From an optimization exercise on the open Yosys and OpenROAD flow, aimed at small area; shortcuts taken in it are not production practice.
Function was checked by simulation only, so behaviour that the tests miss may differ from the original.
Power is estimated from default activity; no workload was simulated.

==> flow/design.v (excerpt) <==
module flr_csr_responder
#(
    parameter int          NUM_FUNCS = 4,
    parameter logic [63:0] DFH_VALUE = 64'h3000000010000020,
    parameter logic [19:0] WIN_BASE  = 20'h10000,
    parameter int          TAG_W     = 10
) (
    input  logic             clk,
    input  logic             rst_n,
    input  logic             req_valid,
    output logic             req_ready,
    input  logic             req_write,
    input  logic [3:0]       req_func,
    input  logic [19:0]      req_addr,
    input  logic [63:0]      req_wdata,
    input  logic [TAG_W-1:0] req_tag,
    output logic             rsp_valid,
    input  logic             rsp_ready,
    output logic [63:0]      rsp_data,
    output logic [TAG_W-1:0] rsp_tag,
    output logic             rsp_err,
    input  logic             flr_req_valid,
    output logic             flr_req_ready,
    input  logic [3:0]       flr_func,
    output logic             flr_ack
);
Size: roughly 610 flip-flops, roughly 190 I/O pins, roughly 20000 um2 of cells after synthesis.
==> flow/config.mk <==
export PLATFORM = sky130hd
export DESIGN_NAME = flr_csr_responder
export DESIGN_NICKNAME = flr_csr_responder
export VERILOG_FILES = /design/flow/design.v
export SDC_FILE = /design/flow/constraint.sdc
export NUM_CORES = 4
export LEC_CHECK = 0
export CAP_MARGIN = 0
export CORE_MARGIN = 2
export CORE_UTILIZATION = 70
export PLACE_DENSITY = 0.8
export SLEW_MARGIN = 0
==> flow/constraint.sdc <==
create_clock -name core_clock -period 5.0 [get_ports {clk}]
set_input_delay 1.0000 -clock core_clock [delete_from_list [all_inputs] [get_ports {clk}]]
set_output_delay 1.0000 -clock core_clock [all_outputs]
set_load 0.01 [all_outputs]
standard.sh (not shown) runs the stock make flow with config.mk's settings and CLKGATE_MAP_FILE= SYNTH_SCRIPT=/design/flow/synth_recipe.tcl, a recipe that flattens the netlist after the stock synthesis.
==> flow/flow/run.sh <==
#!/bin/bash
# Own layout flow: the standard ORFS flow (standard.sh) with these changes.
#  1. Synthesis (own_synth.tcl) maps the logic with an area-oriented abc script and uses a
#     cell-level netlist for the queue head's per-bit select and for each register-file bit's
#     select; registers are as in the standard
#     synthesis (same names and cells).
#  2. Each port is buffered with the smallest buffer.
#  3. The clock tree uses fewer, larger sink clusters and no dummy loads.
set -euo pipefail
W=$PWD
export BUFFER_PORTS_ARGS="-buffer_cell sky130_fd_sc_hd__buf_1"
export CTS_ARGS="-sink_clustering_enable -repair_clock_nets -dont_use_dummy_load -sink_buffer_max_cap_derate 1.0 -buf_list sky130_fd_sc_hd__clkbuf_8 -sink_clustering_size 18 -sink_clustering_max_diameter 50"
export DONT_USE_CELLS="sky130_fd_sc_hd__buf_8 sky130_fd_sc_hd__buf_12 sky130_fd_sc_hd__buf_16"
export OWN_ABC_SCRIPT=$W/flow/area.abc
export OWN_CELLS_V="flr_csr_head_bit $W/flow/head_bit_cells.v flr_csr_rf_bit $W/flow/rf_bit_cells.v"
sed -E "s#SYNTH_SCRIPT=[^ ]+#SYNTH_SCRIPT=$W/flow/own_synth.tcl#" standard.sh > own_standard.sh
grep -q "SYNTH_SCRIPT=$W/flow/own_synth.tcl" own_standard.sh
bash own_standard.sh > own_flow.log 2>&1
Other scripts of this flow, unchanged in this note and not shown: flow/flow/area.abc, flow/flow/head_bit_cells.v, flow/flow/own_synth.tcl, flow/flow/rf_bit_cells.v
==> next run, changes <==
--- a/flow/flow/run.sh
+++ b/flow/flow/run.sh
@@ -11,5 +11,4 @@
 export BUFFER_PORTS_ARGS="-buffer_cell sky130_fd_sc_hd__buf_1"
 export CTS_ARGS="-sink_clustering_enable -repair_clock_nets -dont_use_dummy_load -sink_buffer_max_cap_derate 1.0 -buf_list sky130_fd_sc_hd__clkbuf_8 -sink_clustering_size 18 -sink_clustering_max_diameter 50"
-export DONT_USE_CELLS="sky130_fd_sc_hd__buf_8 sky130_fd_sc_hd__buf_12 sky130_fd_sc_hd__buf_16"
 export OWN_ABC_SCRIPT=$W/flow/area.abc
 export OWN_CELLS_V="flr_csr_head_bit $W/flow/head_bit_cells.v flr_csr_rf_bit $W/flow/rf_bit_cells.v"
Settings changed: CORE_UTILIZATION 70 to 60, PLACE_DENSITY 0.8 to 0.75.
Effect: The new run passed the timing, design-rule and antenna checks. Wire length went up by 1.9%. Design area went up by 0.37%. Synthesized area stays the same. Power went up by 0.98%. Worst setup slack is about the same. Register-to-register slack gains 0.13 ns. Hold slack hardly moves. Die area went up by 16%. Via count went down by 2.0%. Clock power went up by about 4%. Cell count went up by 3.2%.

## re-timing with driven ports
The results above use ideal ports. As a check the final layouts listed here were re-extracted and re-timed, cells and wires unchanged. Step 1: set_driving_cell puts a clkbuf_16 on clk and a buf_2 on each other input, an assumption about the parent block. Step 2 also shifts input and output timing later by t, the mid clock arrival at the registers, as if the neighbouring blocks saw the same clock. a / b / c = ideal / step 1 / step 2; a / b = the first two.
run	t, ns	setup slack, ns	worst hold slack (ns)
the first run	0.620	1.302 / 1.326 / 0.706	0.466 / 0.466 / 0.466
the second run	0.635	1.301 / 1.332 / 0.697	0.464 / 0.464 / 0.464
After both steps setup and hold are still met in every run listed. For the second run, which loses most, drivers alone change the setup slack by +0.031 ns; drivers and shift together by -0.604 ns.
